This design comes from an exercise in tuning for small area, a short achievable clock period and few clock cycles per item on the open sky130 flow, not from production work.
In this exercise RTL edits were held to simulation tests only and were not proved equivalent to the original.
Power is estimated from default activity; no workload was simulated.

===== flow/run.sh =====
#!/bin/bash
# synth_recipe.tcl (not shown) runs the flow's synth.tcl, then flattens the netlist and writes it again
# the make line also repeats each setting of config.mk as NAME=value (left out here)
make -C /OpenROAD-flow-scripts/flow DESIGN_CONFIG=/design/flow/config.mk WORK_HOME=/design/flow/orfs CLKGATE_MAP_FILE= SYNTH_SCRIPT=/design/flow/synth_recipe.tcl finish

===== flow/config.mk =====
export PLATFORM = sky130hd
export DESIGN_NAME = ordered_list_insert_delete_search
export DESIGN_NICKNAME = ordered_list_insert_delete_search
export VERILOG_FILES = /design/flow/design.v
export SDC_FILE = /design/flow/constraint.sdc
export NUM_CORES = 4
export LEC_CHECK = 0
export CAP_MARGIN = 20
export CORE_MARGIN = 2
export CORE_UTILIZATION = 40
export SLEW_MARGIN = 20

===== flow/constraint.sdc =====
create_clock -name core_clock -period 6.0 [get_ports {clk_i}]
set_input_delay 1.2000 -clock core_clock [delete_from_list [all_inputs] [get_ports {clk_i}]]
set_output_delay 1.2000 -clock core_clock [all_outputs]
set_load 0.01 [all_outputs]

===== flow/design.v =====
package olist_pkg;
  localparam int unsigned CAPACITY = 32;
  localparam int unsigned IDX_W    = $clog2(CAPACITY);
  localparam int unsigned CNT_W    = $clog2(CAPACITY + 1);
  localparam int unsigned POS_W    = 6;
  localparam int unsigned VAL_W    = 32;
  localparam int unsigned OP_W     = 2;
  localparam int unsigned ST_W     = 2;
  localparam int unsigned S_DATA_W = ((POS_W + VAL_W + 7) / 8) * 8;
  localparam int unsigned M_DATA_W = ((5 + 6 + 7) / 8) * 8;
  localparam int unsigned M_IDX_LO = 0;
  localparam int unsigned M_CNT_LO = 5;
  typedef enum logic [OP_W-1:0] {
    OP_INSERT = 2'd0,
    OP_DELETE = 2'd1,
    OP_LOCATE = 2'd2
  } op_e;
  typedef enum logic [ST_W-1:0] {
    ST_OK           = 2'd0,
    ST_FULL         = 2'd1,
    ST_BAD_POSITION = 2'd2,
    ST_NOT_FOUND    = 2'd3
  } status_e;
  typedef enum logic [3:0] {
    S_IDLE,
    S_DECODE,
    S_UP_RD,
    S_UP_WR,
    S_DN_RD,
    S_DN_WR,
    S_SC_RD,
    S_SC_CMP,
    S_DONE
  } seq_state_e;
  typedef struct packed {
    logic             we;
    logic [IDX_W-1:0] waddr;
    logic [VAL_W-1:0] wdata;
    logic             re;
    logic [IDX_W-1:0] raddr;
  } mem_req_t;
  typedef struct packed {
    logic             valid;
    status_e          status;
    logic [IDX_W-1:0] idx;
    logic [CNT_W-1:0] count;
  } res_t;
endpackage
module olist_ram (
  input  logic                        clk_i,
  input  olist_pkg::mem_req_t         req_i,
  output logic [olist_pkg::VAL_W-1:0] rdata_o
);
  logic [olist_pkg::VAL_W-1:0] mem_q [olist_pkg::CAPACITY];
  logic [olist_pkg::VAL_W-1:0] rdata_q;
  always_ff @(posedge clk_i) begin
    if (req_i.we) begin
      mem_q[req_i.waddr] <= req_i.wdata;
    end
  end
  always_ff @(posedge clk_i) begin
    if (req_i.re) begin
      rdata_q <= mem_q[req_i.raddr];
    end
  end
  assign rdata_o = rdata_q;
endmodule
module olist_seq (
  input  logic                               clk_i,
  input  logic                               rst_ni,
  input  logic                               in_valid_i,
  output logic                               in_ready_o,
  input  logic [olist_pkg::OP_W-1:0]         op_i,
  input  logic [olist_pkg::POS_W-1:0]        pos_i,
  input  logic signed [olist_pkg::VAL_W-1:0] val_i,
  output olist_pkg::res_t                    res_o,
  input  logic                               res_ready_i,
  output olist_pkg::mem_req_t                mem_req_o,
  input  logic [olist_pkg::VAL_W-1:0]        mem_rdata_i
);
  olist_pkg::seq_state_e          state_q, state_d;
  logic [olist_pkg::OP_W-1:0]     op_q;
  logic [olist_pkg::POS_W-1:0]    pos_q;
  logic [olist_pkg::VAL_W-1:0]    val_q;
  logic [olist_pkg::CNT_W-1:0]    j_q, j_d;
  logic [olist_pkg::CNT_W-1:0]    cnt_q, cnt_d;
  olist_pkg::status_e             status_q, status_d;
  logic [olist_pkg::IDX_W-1:0]    idx_q, idx_d;
  logic [olist_pkg::CNT_W-1:0]    slot;
  logic [olist_pkg::CNT_W-1:0]    pos_ext;
  logic                accept;
  assign accept  = in_valid_i && in_ready_o;
  assign pos_ext = olist_pkg::CNT_W'(pos_q);
  assign slot    = pos_ext - olist_pkg::CNT_W'(1);
  always_ff @(posedge clk_i or negedge rst_ni) begin
    if (!rst_ni) begin
      state_q <= olist_pkg::S_IDLE;
      cnt_q   <= '0;
    end else begin
      state_q <= state_d;
      cnt_q   <= cnt_d;
    end
  end
  always_ff @(posedge clk_i) begin
    if (accept) begin
      op_q  <= op_i;
      pos_q <= pos_i;
      val_q <= val_i;
    end
    j_q      <= j_d;
    status_q <= status_d;
    idx_q    <= idx_d;
  end
  always_comb begin
    state_d         = state_q;
    j_d             = j_q;
    cnt_d           = cnt_q;
    status_d        = status_q;
    idx_d           = idx_q;
    in_ready_o      = 1'b0;
    mem_req_o       = '0;
    mem_req_o.waddr = j_q[olist_pkg::IDX_W-1:0];
    mem_req_o.wdata = mem_rdata_i;
    res_o.valid     = 1'b0;
    res_o.status    = status_q;
    res_o.idx       = idx_q;
    res_o.count     = cnt_q;
    unique case (state_q)
      olist_pkg::S_IDLE: begin
        in_ready_o = 1'b1;
        if (in_valid_i) begin
          state_d = olist_pkg::S_DECODE;
        end
      end
      olist_pkg::S_DECODE: begin
        status_d = olist_pkg::ST_OK;
        idx_d    = '0;
        case (op_q)
          olist_pkg::OP_INSERT: begin
            if (cnt_q >= olist_pkg::CNT_W'(olist_pkg::CAPACITY)) begin
              status_d = olist_pkg::ST_FULL;
              state_d  = olist_pkg::S_DONE;
            end else if (pos_q == '0 || pos_ext > cnt_q + olist_pkg::CNT_W'(1)) begin
              status_d = olist_pkg::ST_BAD_POSITION;
              state_d  = olist_pkg::S_DONE;
            end else begin
              j_d     = cnt_q;
              state_d = olist_pkg::S_UP_RD;
            end
          end
          olist_pkg::OP_DELETE: begin
            if (pos_q == '0 || pos_ext > cnt_q) begin
              status_d = olist_pkg::ST_BAD_POSITION;
              state_d  = olist_pkg::S_DONE;
            end else begin
              j_d     = slot;
              state_d = olist_pkg::S_DN_RD;
            end
          end
          olist_pkg::OP_LOCATE: begin
            j_d     = '0;
            state_d = olist_pkg::S_SC_RD;
          end
          default: begin
            state_d = olist_pkg::S_DONE;
          end
        endcase
      end
      olist_pkg::S_UP_RD: begin
        if (j_q > slot) begin
          mem_req_o.re    = 1'b1;
          mem_req_o.raddr = olist_pkg::IDX_W'(j_q - olist_pkg::CNT_W'(1));
          state_d         = olist_pkg::S_UP_WR;
        end else begin
          mem_req_o.we    = 1'b1;
          mem_req_o.waddr = slot[olist_pkg::IDX_W-1:0];
          mem_req_o.wdata = val_q;
          cnt_d           = cnt_q + olist_pkg::CNT_W'(1);
          state_d         = olist_pkg::S_DONE;
        end
      end
      olist_pkg::S_UP_WR: begin
        mem_req_o.we = 1'b1;
        j_d          = j_q - olist_pkg::CNT_W'(1);
        state_d      = olist_pkg::S_UP_RD;
      end
      olist_pkg::S_DN_RD: begin
        if (j_q + olist_pkg::CNT_W'(1) < cnt_q) begin
          mem_req_o.re    = 1'b1;
          mem_req_o.raddr = olist_pkg::IDX_W'(j_q + olist_pkg::CNT_W'(1));
          state_d         = olist_pkg::S_DN_WR;
        end else begin
          cnt_d   = cnt_q - olist_pkg::CNT_W'(1);
          state_d = olist_pkg::S_DONE;
        end
      end
      olist_pkg::S_DN_WR: begin
        mem_req_o.we = 1'b1;
        j_d          = j_q + olist_pkg::CNT_W'(1);
        state_d      = olist_pkg::S_DN_RD;
      end
      olist_pkg::S_SC_RD: begin
        if (j_q < cnt_q) begin
          mem_req_o.re    = 1'b1;
          mem_req_o.raddr = j_q[olist_pkg::IDX_W-1:0];
          state_d         = olist_pkg::S_SC_CMP;
        end else begin
          status_d = olist_pkg::ST_NOT_FOUND;
          state_d  = olist_pkg::S_DONE;
        end
      end
      olist_pkg::S_SC_CMP: begin
        if (mem_rdata_i == val_q) begin
          idx_d   = j_q[olist_pkg::IDX_W-1:0];
          state_d = olist_pkg::S_DONE;
        end else begin
          j_d     = j_q + olist_pkg::CNT_W'(1);
          state_d = olist_pkg::S_SC_RD;
        end
      end
      olist_pkg::S_DONE: begin
        res_o.valid = 1'b1;
        if (res_ready_i) begin
          state_d = olist_pkg::S_IDLE;
        end
      end
      default: begin
        state_d = olist_pkg::S_IDLE;
      end
    endcase
  end
endmodule
module ordered_list_insert_delete_search (
  input  logic                              clk_i,
  input  logic                              rst_ni,
  input  logic                              s_axis_tvalid,
  output logic                              s_axis_tready,
  input  logic [olist_pkg::S_DATA_W-1:0]    s_axis_tdata,
  input  logic [olist_pkg::OP_W-1:0]        s_axis_tuser,
  output logic                              m_axis_tvalid,
  input  logic                              m_axis_tready,
  output logic [olist_pkg::M_DATA_W-1:0]    m_axis_tdata,
  output logic [olist_pkg::ST_W-1:0]        m_axis_tuser
);
  olist_pkg::res_t                   res;
  logic                   res_ready;
  olist_pkg::mem_req_t               mem_req;
  logic [olist_pkg::VAL_W-1:0]       mem_rdata;
  logic                   out_valid_q;
  logic [olist_pkg::ST_W-1:0]        out_status_q;
  logic [4:0]             out_idx_q;
  logic [5:0]             out_cnt_q;
  olist_seq u_seq (
    .clk_i       (clk_i),
    .rst_ni      (rst_ni),
    .in_valid_i  (s_axis_tvalid),
    .in_ready_o  (s_axis_tready),
    .op_i        (s_axis_tuser),
    .pos_i       (s_axis_tdata[olist_pkg::POS_W-1:0]),
    .val_i       (s_axis_tdata[olist_pkg::POS_W+olist_pkg::VAL_W-1:olist_pkg::POS_W]),
    .res_o       (res),
    .res_ready_i (res_ready),
    .mem_req_o   (mem_req),
    .mem_rdata_i (mem_rdata)
  );
  olist_ram u_ram (
    .clk_i   (clk_i),
    .req_i   (mem_req),
    .rdata_o (mem_rdata)
  );
  assign res_ready = !out_valid_q || m_axis_tready;
  always_ff @(posedge clk_i or negedge rst_ni) begin
    if (!rst_ni) begin
      out_valid_q <= 1'b0;
    end else if (res_ready) begin
      out_valid_q <= res.valid;
    end
  end
  always_ff @(posedge clk_i) begin
    if (res_ready && res.valid) begin
      out_status_q <= res.status;
      out_idx_q    <= 5'(res.idx);
      out_cnt_q    <= 6'(res.count);
    end
  end
  assign m_axis_tvalid = out_valid_q;
  assign m_axis_tuser  = out_status_q;
  assign m_axis_tdata  = olist_pkg::M_DATA_W'({out_cnt_q, out_idx_q});
endmodule

==> run_results.csv <==
group,metric,value,unit
run_status,result_of_the_run,"no timing/DRC/antenna violations",
placement,postPlaceCellArea,49200,sq um
cells_and_area,number_of_inserted_diodes,0,
detailed_routing,viasPerCell,6.16,
synth,synth-edff-count,1122,
worst_setup_path,timing.critical_path.fanout_max,19,
worst_setup_path,cp_cell_sequence,"inv_1 > ha_1 > xnor2_1 > ha_1 > o211a_1 > a31oi_2 > a21oi_1 > nor2_4 > buf_4 > a21o_1 > nand2_1 > nor2_4 > buf_4",
clocking,tritoncts_clock_tree,"built",
timing,slew_viol_final,0,
worst_setup_path,worst_setup_path_end_kind,"flop",
detailed_routing,via_count,28395,
grt,grt_first_pass_wirelength,193,mm
power,p_per_area,426,nW/um^2
worst_setup_path,timing.critical_path.from,"u_seq.pos_q[0]",
clocking,insertion_delay,0.70,ns
power,total_leakage_power,16.8,nW
die,fp-row-count,124,
hold_path,holdCritPathClass,"reg2reg",
timing,clock.fmax,0.182,GHz
timing,timing.final.ws_setup,0.496,ns
power,final_total_power,22.4,mW
detailed_routing,antenna_left,0,
timing,clock_tree_skew_after_final_layout,0.0414,ns
detailed_routing,routed_wire_length,136,mm
placement,place.gp.congestion,0.853,
clocking,clkSinkCount,1133,
worst_setup_path,timing.rr.start,"u_seq.pos_q[0]",
clocking,ctsHtreeMaxLevel,3,
power,power.share.switching,31.9,%
synth,yosysWarnings,3,
hold_path,timing.hold.worst.start,"u_seq.idx_q[1]",
clocking,clock_tree.buffer_depth,3,
timing,setup-tns-final,0,ns
clocking,cts_resized,0,
synth,asyncSetResetFlopFracSynth,0.971,%
detailed_routing,initialDrtViolationCount,3809,
power,internal_power,15.3,mW
detailed_routing,routed-wl-met3,12.8,mm
worst_setup_path,critical_path_arrival,5.86,ns
timing,rsz0062_at_grt,"no",
synth,syn_area_per_cell,15.8,sq um
cells_and_area,finish.instance_area,52600,sq um
grt,grt_antenna_before_repair,1,
detailed_routing,drt-wirelength-per-cell,29.5,um
grt,gr-usage-all-layers,22.7,%
cells_and_area,final-seq-area,34000,sq um
die,design.core.area,114000,sq um
run,drv.max_cap_violation_count,0,
die,floorplan.initialDensity,40.3,%
clocking,root_buffer,"sky130_fd_sc_hd__clkbuf_16",
cells_and_area,area_used_by_multi_input_combinational_logic,11500,sq um
worst_setup_path,critical-path-top-delay-family,"simple AND/OR/NAND/NOR gates",
worst_setup_path,cp_num_buf_inv,3,
worst_setup_path,critical-path-slowest-cell,"sky130_fd_sc_hd__nor2_4",
timing,finalCritPeriodShare,91.7,%
timing,hold_vio_cnt_final,0,
synth,synth_area,46100,sq um
placement,placement.setup.worst_slack,0.615,ns
clocking,postCtsSetupRepairBufs,0,
detailed_routing,top_signal_layer_used,"met5",
die,design.die.area,118000,sq um
grt,global_route.overflow_total,0,
cells_and_area,post_route_cells_drive_above_1_share,14.7,%
power,part_of_the_total_power_dissipated_in_combinational_logic,25.4,%
cells_and_area,final_nets,3099,
synth,postSynth.topFlopCell,"sky130_fd_sc_hd__edfxtp_1",
worst_setup_path,startpoint_type,"flop",
clocking,cts.clk_slew.worst_paths,0.06,ns
placement,cells_after_dpl,4415,
synth,unique_cell_type_count_in_the_yosys_netlist,90,
worst_setup_path,timing.critical_path.slowest_cell_delay,0.85,ns
power,ir_drop,0.250,mV
detailed_routing,drt_pass1_iterations,6,
cells_and_area,layout-area-overhead-vs-synth,14.2,%
die,pin_count,66,
detailed_routing,m1WireLength,55.0,mm
grt,pin_count_of_the_biggest_net_entering_global_routing,102,
synth,synthesis.instances,2923,
timing,relSlewSlack,18.5,%
timing,layout_min_cycle_time,5.50,ns
detailed_routing,remaining_drc_errors,0,
grt,grt_pass1_vias,27426,
power,relative_contribution_of_sequential_cells_to_total_power,44.8,%
clocking,cts-buffers-inserted,111,
die,die_height,343,um
timing,setup_violations,0,
synth,synth-seq-cells,1133,
placement,place.port_buffers,58,
power,share_clk_of_total_power,29.8,%
worst_setup_path,path_class,"reg2reg",
power,net-switching-power,7.16,mW
die,dieWidth,343,um
clocking,cts_hold_repair.buffers,0,
timing,worst_max_slew_pin_slew,1.21,ns
placement,detailed_place_hpwl,76.5,mm
cells_and_area,nFillCells,9693,
cells_and_area,finish.cell_count_without_fillers,4613,
detailed_routing,route.met2.wl,63.8,mm
worst_setup_path,critPathRequiredTime,6.36,ns
synth,synth_sequential_area_ratio,73.7,%
## logic make-up (layout without fill, tap and decap cells)
family                     Yosys count  after routing  share of synthesized area (%)
DFF                               1133           1133                           73.7
AOI/OAI and AO/OA                  651            651                           10.6
and+or+nand+nor                    608            608                           6.42
buffers and inverters              223            397                           2.30
muxes                              212            212                           4.91
xor gates and xnor gates            58             58                           1.10
adders and majority gates           37             37                           1.00
other                                1              5                        0.00814
## power groups by stage
stage / clock network (mW) / logic [mW] / registers, mW
2_1_floorplan: 0 / 3.14 / 9.86
3_3_place_gp: 0 / 5.47 / 10.2
3_5_place_dp: 0 / 5.60 / 10.2
4_1_cts: 6.75 / 5.63 / 10.0
5_1_grt: 7.05 / 6.09 / 10.1
6_report: 6.67 / 5.69 / 10.0
## area by class of cell
class                      instances  area share, %
sequential                      1133           64.5
clock inverter                    58          0.979
tap                             1512           3.59
inverter                          22          0.157
multi-input combinational       1571           21.8
timing repair buffer             177           3.46
clock buffer                     140           5.52
## per-stage QoR
step           hold WS, ns  utilization, %
6_report             0.411            46.0
3_5_place_dp         0.406            43.0
5_1_grt              0.416            46.0
4_1_cts              0.406            46.0
3_3_place_gp         0.403            43.0
2_1_floorplan        0.400               -
## layer usage
| layer | GRT usage [%] | vias to the layer above |
|---|---|---|
| met5 | 0 | - |
| met4 | 7.51 | 2 |
| met3 | 4.16 | 243 |
| met2 | 36.4 | 1574 |
| met1 | 31.3 | 14621 |
| li1 | - | 11955 |
## sequential cells by signal (all words and copies together) (netlist names), 4 cells and up
name / count
u_seq.pos_q: 6
u_seq.cnt_q: 6
u_seq.val_q: 32
u_ram.rdata_q: 32
u_seq.j_q: 6
u_seq.state_q: 4
u_seq.idx_q: 5
out_cnt_q: 6
u_ram.mem_q: 1024
out_idx_q: 5
## placed cells by master, fill, tap and decap left out, types with 19 or more instances in the layout
cell type                         instances
sky130_fd_sc_hd__a32oi_1                 34
sky130_fd_sc_hd__inv_1                   21
sky130_fd_sc_hd__buf_12                  28
sky130_fd_sc_hd__a21oi_1                 83
sky130_fd_sc_hd__xor2_1                  40
sky130_fd_sc_hd__nand2_1                226
sky130_fd_sc_hd__o211ai_1                42
sky130_fd_sc_hd__o21ai_0                 88
sky130_fd_sc_hd__nor3_1                  24
sky130_fd_sc_hd__nand3_1                143
sky130_fd_sc_hd__buf_4                   91
sky130_fd_sc_hd__a31oi_1                 47
sky130_fd_sc_hd__a2111oi_0               19
sky130_fd_sc_hd__clkdlybuf4s50_1         58
sky130_fd_sc_hd__clkinv_1                25
sky130_fd_sc_hd__mux2_2                 114
sky130_fd_sc_hd__nor2_1                  32
sky130_fd_sc_hd__a22o_1                  44
sky130_fd_sc_hd__o22ai_1                 45
sky130_fd_sc_hd__mux2i_1                 98
sky130_fd_sc_hd__clkbuf_16              112
sky130_fd_sc_hd__a211oi_1                61
sky130_fd_sc_hd__a221oi_1                27
sky130_fd_sc_hd__nor2_4                  36
sky130_fd_sc_hd__a222oi_1                45
sky130_fd_sc_hd__nor4_1                  26
sky130_fd_sc_hd__clkbuf_1                28
sky130_fd_sc_hd__and3_1                  69
sky130_fd_sc_hd__edfxtp_1              1122
sky130_fd_sc_hd__ha_1                    37
## synth_stat cells (all sizes together), types with 4 or more instances
cell type | n | share of area, %
a21oi | 84 | 0.94
a2111oi | 19 | 0.36
o21a | 5 | 0.081
nand2b | 6 | 0.081
nor4 | 30 | 0.47
a222oi | 45 | 0.98
a221oi | 28 | 0.57
o22ai | 46 | 0.62
o21ai | 96 | 1.0
nand2 | 227 | 1.9
a32o | 15 | 0.33
nor2 | 69 | 0.59
a211o | 4 | 0.076
a211oi | 63 | 1.0
a32oi | 35 | 0.67
xnor2 | 18 | 0.34
nor3 | 26 | 0.30
and3 | 70 | 0.95
o211ai | 44 | 0.74
mux2 | 114 | 2.8
a2111o | 18 | 0.44
ha | 37 | 1.0
o211a | 6 | 0.13
a31oi | 50 | 0.69
a21o | 4 | 0.065
edfxtp | 1122 | 73
a22o | 45 | 0.86
clkbuf | 96 | 0.78
xor2 | 40 | 0.76
inv | 21 | 0.17
o311ai | 4 | 0.11
mux2i | 98 | 2.1
dfrtp | 11 | 0.60
nor2b | 8 | 0.11
nand4 | 8 | 0.12
a21boi | 4 | 0.073
a22oi | 6 | 0.11
buf | 105 | 1.3
nand3 | 146 | 1.6
## worst paths after layout
path / endpoint / slack [ns] / cells past startpoint
setup / recovery: u_ram.mem_q[27][16] / 0.50 / 13
hold / removal: out_idx_q[1] / 0.41 / 0
setup reg to reg: u_ram.mem_q[27][16] / 0.50 / 13
hold reg to reg: out_idx_q[1] / 0.41 / 0
max in group asynchronous: u_seq.state_q[2] / 4.70 / 1
min in group asynchronous: u_seq.cnt_q[0] / 0.91 / 1
Testbench counts, summed over its fixed seeds: cycles 109,311, items 4,800.

-- re-timing with driven ports --
The flow's constraints put no driver on any port. The routed layout listed below was extracted and timed again, unchanged, in two steps.
Step 1 (the two cells are an assumption about what drives the block):
set clk [get_ports {clk_i}]
set_driving_cell -lib_cell sky130_fd_sc_hd__clkbuf_16 $clk
set_driving_cell -lib_cell sky130_fd_sc_hd__buf_2 [delete_from_list [all_inputs] $clk]
Step 2, shift: input delay + t, output delay - t, t = (earliest + latest rising clock arrival at the registers) / 2. This alone moves slack from input paths to output paths.
Slacks: ideal / step 1 / step 2; pairs: ideal / step 1.
t, ns: 0.757
slack for setup (ns): 0.496 / 0.496 / 0.496
pins driven straight from the clock port: 1
After both steps this run still meets setup and hold. For this run, drivers alone change the setup slack by 0.000 ns; drivers and shift together by 0.000 ns.
